This is an optimization exercise on Yosys and OpenROAD, whose aim is small area, a short achievable clock period and few clock cycles per item, not a production implementation. At most, simulation tests tie the RTL to the original design; equivalence was not proved. Power figures rest on the tool's default switching activity, not on a simulated workload.

## float_to_rgbe_encode
module float_to_rgbe_encode
(
   input  wire logic         clock,
   input  wire logic         reset,
   input  wire logic         req_tvalid,
   output logic              req_tready,
   input  wire logic [191:0] req_tdata,   
   output logic              rsp_tvalid,
   input  wire logic         rsp_tready,
   output logic [31:0]       rsp_tdata    
);
export LEC_CHECK = 0
export ABC_AREA = 1
export CAP_MARGIN = 20
export CORE_MARGIN = 2
export CORE_UTILIZATION = 50
export SETUP_SLACK_MARGIN = 3.5
export SLEW_MARGIN = 20
create_clock -name core_clock -period 6.3 [get_ports {clock}]
standard.sh (not shown) runs the stock make flow with config.mk's settings and CLKGATE_MAP_FILE= SYNTH_SCRIPT=/design/flow/synth_recipe.tcl, a recipe that flattens the netlist after the stock synthesis.
==> flow/flow/run.sh <==
#!/bin/bash
# Standard layout, except that the port buffers are the smallest buffer cell
# instead of the delay buffer buffer_ports picks by default. Each tool's full
# output lands in the ORFS logs under orfs/logs; make's own output in make.log.
set -euo pipefail
export BUFFER_PORTS_ARGS="-buffer_cell sky130_fd_sc_hd__buf_1"
bash standard.sh > make.log 2>&1
The baseline finished with timing, DRC and antenna clean.
Next try:
Settings changed: CORE_UTILIZATION 50 to 40.
What happened: Non-clock buffer count is unchanged. Global-route usage goes down by 5.8 points. Worst hold slack improves by 0.0058 ns. Wire length is higher by 0.53%. Clock-buffer cell count came out lower by 1. Critical path depth stays the same. Combinational power climbs by about 3%. Power is higher by 2.2%. Worst setup slack improves by 0.12 ns. Cell count rose by 3.1%.
Next try:
==> flow/flow/run.sh (replaced) <==
#!/bin/bash
# Standard layout, except that the port buffers are the smallest buffer cell
# instead of the delay buffer buffer_ports picks by default, and that the
# rsp_tready and req_tready pins are placed side by side (io.tcl), as the
# only path from an input port to an output port runs between them.
# Each tool's full output lands in the ORFS logs under orfs/logs; make's own
# output in make.log.
set -euo pipefail
export BUFFER_PORTS_ARGS="-buffer_cell sky130_fd_sc_hd__buf_1"
export IO_CONSTRAINTS="$PWD/flow/io.tcl"
bash standard.sh > make.log 2>&1
==> flow/flow/io.tcl (new file) <==
# keep the two ready pins next to each other
set_io_pin_constraint -group -order -pin_names {rsp_tready req_tready}
Settings changed: CTS_BUF_LIST set to sky130_fd_sc_hd__clkbuf_4 sky130_fd_sc_hd__clkbuf_8, CTS_CLUSTER_SIZE set to 30, SETUP_SLACK_MARGIN 3.5 to 3.4.
Result: Setup slack hardly moves; via count goes down by 1.9%; area after synthesis does not change; clock skew went up by 0.014 ns.
Next try:
==> flow/flow/run.sh (replaced) <==
#!/bin/bash
# Standard layout, except that the port buffers are the smallest buffer cell
# instead of the delay buffer buffer_ports picks by default. Each tool's full
# output lands in the ORFS logs under orfs/logs; make's own output in make.log.
set -euo pipefail
export BUFFER_PORTS_ARGS="-buffer_cell sky130_fd_sc_hd__buf_1"
bash standard.sh > make.log 2>&1
Settings changed: SETUP_SLACK_MARGIN 3.4 to 3.5.
removed: flow/flow/io.tcl
After rerunning: The changed run completed with no timing, DRC or antenna violations. Clock power fell by about 4%. Routed wire length fell by 0.70%. Synthesized cell count stays the same. Clock skew shrinks by 0.0096 ns. Fmax stays flat. Power rises by 1.9%. Non-clock buffer count increases by 2. Setup slack is about the same.
Next try:
Settings changed: CTS_BUF_LIST sky130_fd_sc_hd__clkbuf_4 sky130_fd_sc_hd__clkbuf_8 to sky130_fd_sc_hd__clkbuf_8, CTS_CLUSTER_DIAMETER set to 100, SETUP_SLACK_MARGIN 3.5 to 3.4.
The new run ran to the end with no violations.
Wire length is about the same.
Global-route usage grows by 0.37 points.
Worst setup slack loses 0.026 ns.
Design area shrinks by 2.4%.
Power shrinks by 1.2%.
Clock-buffer cell count shrinks by 2.
Die area stays the same.
Synthesized cell count does not change.
Clock skew stays flat.
Function was not checked in any run of this note: the RTL went through the layout flow alone.

---

v7:
The RTL this note starts from:
==> flow/design.v <==
`default_nettype none
package frgbe_pkg;
   localparam logic [62:0] BlackThreshold = 63'h3E112E0BE826D695;
   localparam logic [10:0] OverflowExp = 11'd1150;
   localparam logic [10:0] ExpBase = 11'd894;
   localparam logic [10:0] ExpFloor = 11'd896;
   function automatic logic below_threshold(input logic [62:0] x);
      logic [63:0] lt, gt;
      lt = '0;
      gt = '0;
      for (int i = 0; i < 63; i++) begin
         lt[i] = ~x[i] & BlackThreshold[i];
         gt[i] = x[i] & ~BlackThreshold[i];
      end
      for (int w = 1; w < 64; w = w * 2) begin
         for (int i = 0; i + w < 64; i = i + 2 * w) begin
            lt[i] = lt[i + w] | (~gt[i + w] & lt[i]);
            gt[i] = gt[i + w] | (~lt[i + w] & gt[i]);
         end
      end
      below_threshold = lt[0];
   endfunction
endpackage
`default_nettype wire
`default_nettype none
module frgbe_max
(
   input  wire logic [63:0] in_bits,
   output logic [7:0]       out_exp,
   output logic             out_below,
   output logic             out_inf,
   output logic             out_over
);
   logic ones, frac_nz, valid;
   logic [10:0] off;
   always_comb begin
      ones = &in_bits[62:52];
      frac_nz = |in_bits[51:0];
      valid = !in_bits[63] && !ones;
      off = in_bits[62:52] - frgbe_pkg::ExpBase;
      out_exp = (valid && in_bits[62:52] >= frgbe_pkg::ExpFloor) ? off[7:0] : 8'd0;
      out_inf = !in_bits[63] && ones && !frac_nz;
      out_over = valid && (in_bits[62:52] >= frgbe_pkg::OverflowExp);
      out_below = in_bits[63] || (ones && frac_nz) ||
                  frgbe_pkg::below_threshold(in_bits[62:0]);
   end
endmodule
`default_nettype wire
`default_nettype none
module frgbe_scale
(
   input  wire logic [7:0]  e0, e1, e2,
   input  wire logic [6:0]  f0, f1, f2,
   input  wire logic        black,
   input  wire logic        over,
   output logic [31:0]      out_word
);
   logic [8:0] d01, d02, d12;
   logic sel0, sel1, sel2;
   logic [2:0] n01, n02, n12, sh0, sh1, sh2;
   logic z0, z1, z2;
   logic [7:0] m0, m1, m2, eb;
   function automatic logic ge8(input logic [8:0] d);
      ge8 = !d[8] && (d[7:3] != 5'd0);
   endfunction
   function automatic logic le8n(input logic [8:0] d);
      le8n = d[8] && ((d[7:3] != 5'h1F) || (d[2:0] == 3'd0));
   endfunction
   always_comb begin
      d01 = {1'b0, e0} - {1'b0, e1};
      d02 = {1'b0, e0} - {1'b0, e2};
      d12 = {1'b0, e1} - {1'b0, e2};
      n01 = 3'd0 - d01[2:0];
      n02 = 3'd0 - d02[2:0];
      n12 = 3'd0 - d12[2:0];
      sel0 = !d01[8] && !d02[8];
      sel1 = !sel0 && !d12[8];
      sel2 = !sel0 && !sel1;
      z0 = (sel1 && le8n(d01)) || (sel2 && le8n(d02));
      sh0 = sel1 ? n01 : (sel2 ? n02 : 3'd0);
      z1 = (sel0 && ge8(d01)) || (sel2 && le8n(d12));
      sh1 = sel0 ? d01[2:0] : (sel2 ? n12 : 3'd0);
      z2 = (sel0 && ge8(d02)) || (sel1 && ge8(d12));
      sh2 = sel0 ? d02[2:0] : (sel1 ? d12[2:0] : 3'd0);
      m0 = {1'b1, f0} >> sh0;
      m1 = {1'b1, f1} >> sh1;
      m2 = {1'b1, f2} >> sh2;
      eb = sel0 ? e0 : (sel1 ? e1 : e2);
      if (black) out_word = '0;
      else if (over) out_word = '1;
      else out_word = {eb, z2 ? 8'd0 : m2, z1 ? 8'd0 : m1, z0 ? 8'd0 : m0};
   end
endmodule
`default_nettype wire
`default_nettype none
module float_to_rgbe_encode
(
   input  wire logic         clock,
   input  wire logic         reset,
   input  wire logic         req_tvalid,
   output logic              req_tready,
   input  wire logic [191:0] req_tdata,   
   output logic              rsp_tvalid,
   input  wire logic         rsp_tready,
   output logic [31:0]       rsp_tdata    
);
   logic adv, v1_ff, v2_ff;
   logic [31:0] w_ff, w_in;
   logic [7:0] e0, e1, e2, e0_ff, e1_ff, e2_ff;
   logic [6:0] f0_ff, f1_ff, f2_ff;
   logic b0, b1, b2, i0, i1, i2, o0, o1, o2;
   logic black_ff, over_ff;
   frgbe_max u_c0 (.in_bits(req_tdata[63:0]), .out_exp(e0),
                   .out_below(b0), .out_inf(i0), .out_over(o0));
   frgbe_max u_c1 (.in_bits(req_tdata[127:64]), .out_exp(e1),
                   .out_below(b1), .out_inf(i1), .out_over(o1));
   frgbe_max u_c2 (.in_bits(req_tdata[191:128]), .out_exp(e2),
                   .out_below(b2), .out_inf(i2), .out_over(o2));
   frgbe_scale u_scale (.e0(e0_ff), .e1(e1_ff), .e2(e2_ff), .f0(f0_ff), .f1(f1_ff), .f2(f2_ff),
                        .black(black_ff), .over(over_ff), .out_word(w_in));
   assign adv = rsp_tready;
   assign req_tready = rsp_tready;
   always_ff @(posedge clock) begin
      if (reset) begin
         v1_ff <= 1'b0;
         v2_ff <= 1'b0;
      end else if (adv) begin
         v1_ff <= req_tvalid;
         v2_ff <= v1_ff;
      end
      if (adv) begin
         e0_ff <= e0;
         e1_ff <= e1;
         e2_ff <= e2;
         f0_ff <= req_tdata[51:45];
         f1_ff <= req_tdata[115:109];
         f2_ff <= req_tdata[179:173];
         black_ff <= b0 && b1 && b2;
         over_ff <= i0 || i1 || i2 || o0 || o1 || o2;
         w_ff <= w_in;
      end
   end
   assign rsp_tvalid = v2_ff;
   assign rsp_tdata = w_ff;
endmodule
`default_nettype wire
export LEC_CHECK = 0
export ABC_AREA = 1
export CAP_MARGIN = 20
export CORE_MARGIN = 2
export CORE_UTILIZATION = 40
export CTS_BUF_LIST = sky130_fd_sc_hd__clkbuf_8
export CTS_CLUSTER_DIAMETER = 100
export CTS_CLUSTER_SIZE = 30
export SETUP_SLACK_MARGIN = 3.5
export SLEW_MARGIN = 20
export SYNTH_HIERARCHICAL = 1
create_clock -name core_clock -period 6.3 [get_ports {clock}]
==> flow/flow/run.sh <==
#!/bin/bash
# Standard layout with three changes:
# - the port buffers are the smallest buffer cell instead of the delay
#   buffer buffer_ports picks by default;
# - the rsp_tready and req_tready pins are placed side by side (io.tcl), as
#   the only path from an input port to an output port runs between them;
# - synthesis keeps the modules apart (SYNTH_HIERARCHICAL 1 in config.mk)
#   and maps the per-component classifier frgbe_max, which has slack, with
#   ORFS's area-oriented ABC script and the rest with the delay-oriented one.
#   It is the standard flow's own synthesis script (synth_recipe.tcl, which flattens and
#   renames as usual) with only ORFS's abc call split in two.
# Each tool's full output lands in the ORFS logs under orfs/logs; make's own
# output in make.log.
set -euo pipefail
export BUFFER_PORTS_ARGS="-buffer_cell sky130_fd_sc_hd__buf_1"
export IO_CONSTRAINTS="$PWD/flow/io.tcl"
work=$PWD
# ORFS synth.tcl with the abc call split by module
grep -c 'log_cmd abc {\*}$abc_args$' "$FLOW_HOME/scripts/synth.tcl" > abc_calls.txt
sed 's|^\(\s*\)log_cmd abc {\*}\$abc_args$|\1log_cmd abc {*}[lreplace $abc_args 1 1 $::env(SCRIPTS_DIR)/abc_speed.script] frgbe_max\n\1log_cmd abc {*}[lreplace $abc_args 1 1 $::env(SCRIPTS_DIR)/abc_area.script] float_to_rgbe_encode frgbe_scale|' \
  "$FLOW_HOME/scripts/synth.tcl" > "$work/synth_split.tcl"
sed "s|source \$::env(SCRIPTS_DIR)/synth.tcl|source $work/synth_split.tcl|" synth_recipe.tcl > "$work/synth_recipe_split.tcl"
sed "s|SYNTH_SCRIPT=[^ ]*|SYNTH_SCRIPT=$work/synth_recipe_split.tcl|" standard.sh > "$work/standard_split.sh"
bash "$work/standard_split.sh" > make.log 2>&1
==> flow/flow/io.tcl <==
# keep the two ready pins next to each other
set_io_pin_constraint -group -order -pin_names {rsp_tready req_tready}
Testbench counts of v7, summed over its fixed seeds: cycles 9,616, items 9,600.
Relative to v7, the following input files were edited for v35:
- SYNTH_HIERARCHICAL removed (was 1)
- CORE_UTILIZATION changed from 40 to 50
==> flow/flow/run.sh <==
#!/bin/bash
# Standard layout, except that the port buffers are the smallest buffer cell
# instead of the delay buffer buffer_ports picks by default, and that the
# rsp_tready and req_tready pins are placed side by side (io.tcl), as the
# only path from an input port to an output port runs between them.
# Each tool's full output lands in the ORFS logs under orfs/logs; make's own
# output in make.log.
set -euo pipefail
export BUFFER_PORTS_ARGS="-buffer_cell sky130_fd_sc_hd__buf_1"
export IO_CONSTRAINTS="$PWD/flow/io.tcl"
bash standard.sh > make.log 2>&1
[summary]
The final layout from v35, which completed every stage, passed the timing, DRC and antenna checks at the end of the flow.
Going from v7 to v35, synthesized-area fraction occupied by xor and xnor cells decreased 2.2 points, compound-gate portion of the synthesized area went down by 1.2 points, global-route usage over all layers shows an increase of 3.5 points.
Relative to v7, the clock share of power of v35 is lower by 0.3 points.
Looking at x dimension of the die, v35 sits below v7.
In v35 the synthesis-to-finish area growth turned out 8.3 points lower than in v7.
#### Input delta (v15 over v35)
- a change of CORE_UTILIZATION from 50 to 55
==> flow/flow/run.sh <==
#!/bin/bash
# Standard layout with three changes:
# - the port buffers are the smallest buffer cell instead of the delay
#   buffer buffer_ports picks by default;
# - the rsp_tready and req_tready pins are placed side by side (io.tcl), as
#   the only path from an input port to an output port runs between them;
# - synthesis maps the logic with abc_map.script (ABC's &nf mapping once, then
#   ABC's buffering and sizing) in place of ORFS's ABC script. It is the standard flow's
#   own synthesis script (synth_recipe.tcl, which flattens and renames as
#   usual) with only the script of ORFS's abc call changed; registers are
#   mapped before that call and are the standard synthesis's.
# Each tool's full output lands in the ORFS logs under orfs/logs; make's own
# output in make.log.
set -euo pipefail
export BUFFER_PORTS_ARGS="-buffer_cell sky130_fd_sc_hd__buf_1"
export IO_CONSTRAINTS="$PWD/flow/io.tcl"
work=$PWD
# ORFS synth.tcl with the abc call's script replaced
grep -c 'log_cmd abc {\*}$abc_args$' "$FLOW_HOME/scripts/synth.tcl" > abc_calls.txt
sed "s|^\(\s*\)log_cmd abc {\*}\$abc_args\$|\1log_cmd abc {*}[lreplace \$abc_args 1 1 $work/flow/abc_map.script]|" \
  "$FLOW_HOME/scripts/synth.tcl" > "$work/synth_map.tcl"
sed "s|source \$::env(SCRIPTS_DIR)/synth.tcl|source $work/synth_map.tcl|" synth_recipe.tcl > "$work/synth_recipe_map.tcl"
sed "s|SYNTH_SCRIPT=[^ ]*|SYNTH_SCRIPT=$work/synth_recipe_map.tcl|" standard.sh > "$work/standard_map.sh"
bash "$work/standard_map.sh" > make.log 2>&1
==> flow/flow/abc_map.script (new file) <==
&get -n
&st
&dch
&nf
&put
topo
stime -c
buffer -c
upsize -c
dnsize -c
Findings:
v35 has lower required time at the worst-slack endpoint than v15. Cell area after synthesis is higher on v35. Hold slack: v15 vs v35 up 46 ps. In the tables for v35 and v15, mux contribution to synthesized area reads lower with v35. Library cell contributing the largest single delay on the critical path = sky130_fd_sc_hd__buf_1: v35; library cell contributing the largest single delay on the critical path = sky130_fd_sc_hd__o221ai_1: v15.
Input-level comparison between v18 and v15:
- changing SETUP_SLACK_MARGIN from 3.5 to 3.58
==> flow/flow/run.sh <==
#!/bin/bash
# Standard layout, except that the port buffers are the smallest buffer cell
# instead of the delay buffer buffer_ports picks by default, and that the
# rsp_tready and req_tready pins are placed side by side (io.tcl), as the
# only path from an input port to an output port runs between them.
# Each tool's full output lands in the ORFS logs under orfs/logs; make's own
# output in make.log.
set -euo pipefail
export BUFFER_PORTS_ARGS="-buffer_cell sky130_fd_sc_hd__buf_1"
export IO_CONSTRAINTS="$PWD/flow/io.tcl"
bash standard.sh > make.log 2>&1
removed: flow/flow/abc_map.script
==> comparison <==
- Going from v15 to v18, the number of global-route vias before repair was found to have gone down by 479.
- Floorplan check, v18 vs v15: die outline larger in v18
- v18 improves on v15 in first-iteration DRC count.
- From v15 to v18, number of flip-flops and latches did not move at all.
- Post-route cell area, v18 vs v15: up slightly
- Delta (v18 minus v15): met1 usage saw a decrease, share of power burned in combinational logic saw a decrease, global-route total usage across every layer saw a decrease, multi-input gate area in the final layout saw a decrease.
- v15 vs v18, capturing element of the worst setup path: w_ff[16] vs req_tready
- For v15, the kind of critical path was flop to flop, unlike v18, where it was primary input to output port.
- Per the final summary, v18 finished and its layout is clean on timing, DRC and antenna.
- v15 vs v18, critical-path cell with the highest stage delay: sky130_fd_sc_hd__o221ai_1 vs sky130_fd_sc_hd__buf_6

[what the ideal ports hide]
The results above use ideal ports. As a check the final layouts listed here were re-extracted and re-timed, cells and wires unchanged.
Step 1, drivers: a clkbuf_16 drives clock and a buf_2 each remaining input, both assumed.
Step 2 adds t to the input delays and takes it off the output delays; t is the mean of the earliest and latest rising clock arrival at the registers after step 1. Input paths then give back, and output paths get back, about the clock's delay inside the block.
Slacks: ideal ports / drivers / drivers and shift; pairs: ideal ports / drivers.
| run | shift t [ns] | slack for setup (ns) | hold slack, ns | clock arrival spread, ns | worst data-port slew with drivers (ns) |
|---|---|---|---|---|---|
| the first run of note 1 | 0.370 | 3.243 / 3.210 / 3.210 | 0.445 / 0.445 / 0.445 | 0.009 / 0.009 | 0.09 |
| the second run of note 1 | 0.394 | 3.365 / 3.333 / 3.333 | 0.450 / 0.450 / 0.450 | 0.010 / 0.011 | 0.05 |
| the third run of note 1 | 0.419 | 3.366 / 3.334 / 3.327 | 0.455 / 0.455 / 0.455 | 0.023 / 0.023 | 0.04 |
| the fourth run of note 1 | 0.411 | 3.364 / 3.332 / 3.310 | 0.452 / 0.452 / 0.452 | 0.015 / 0.015 | 0.05 |
| the fifth run of note 1 | 0.411 | 3.338 / 3.306 / 3.285 | 0.466 / 0.466 / 0.466 | 0.015 / 0.015 | 0.04 |
| v7 | 0.422 | 3.356 / 3.372 / 2.950 | 0.493 / 0.493 / 0.493 | 0.014 / 0.014 | 0.12 |
| v35 | 0.390 | 3.537 / 3.511 / 3.421 | 0.462 / 0.462 / 0.462 | 0.016 / 0.016 | 0.09 |
| v15 | 0.415 | 2.962 / 2.962 / 2.962 | 0.507 / 0.507 / 0.507 | 0.020 / 0.019 | 0.23 |
| v18 | 0.395 | 3.574 / 3.530 / 3.407 | 0.469 / 0.469 / 0.469 | 0.011 / 0.012 | 0.07 |
After both steps setup and hold are still met in every run listed. For v7, which loses most, drivers alone change the setup slack by +0.016 ns; drivers and shift together by -0.406 ns.
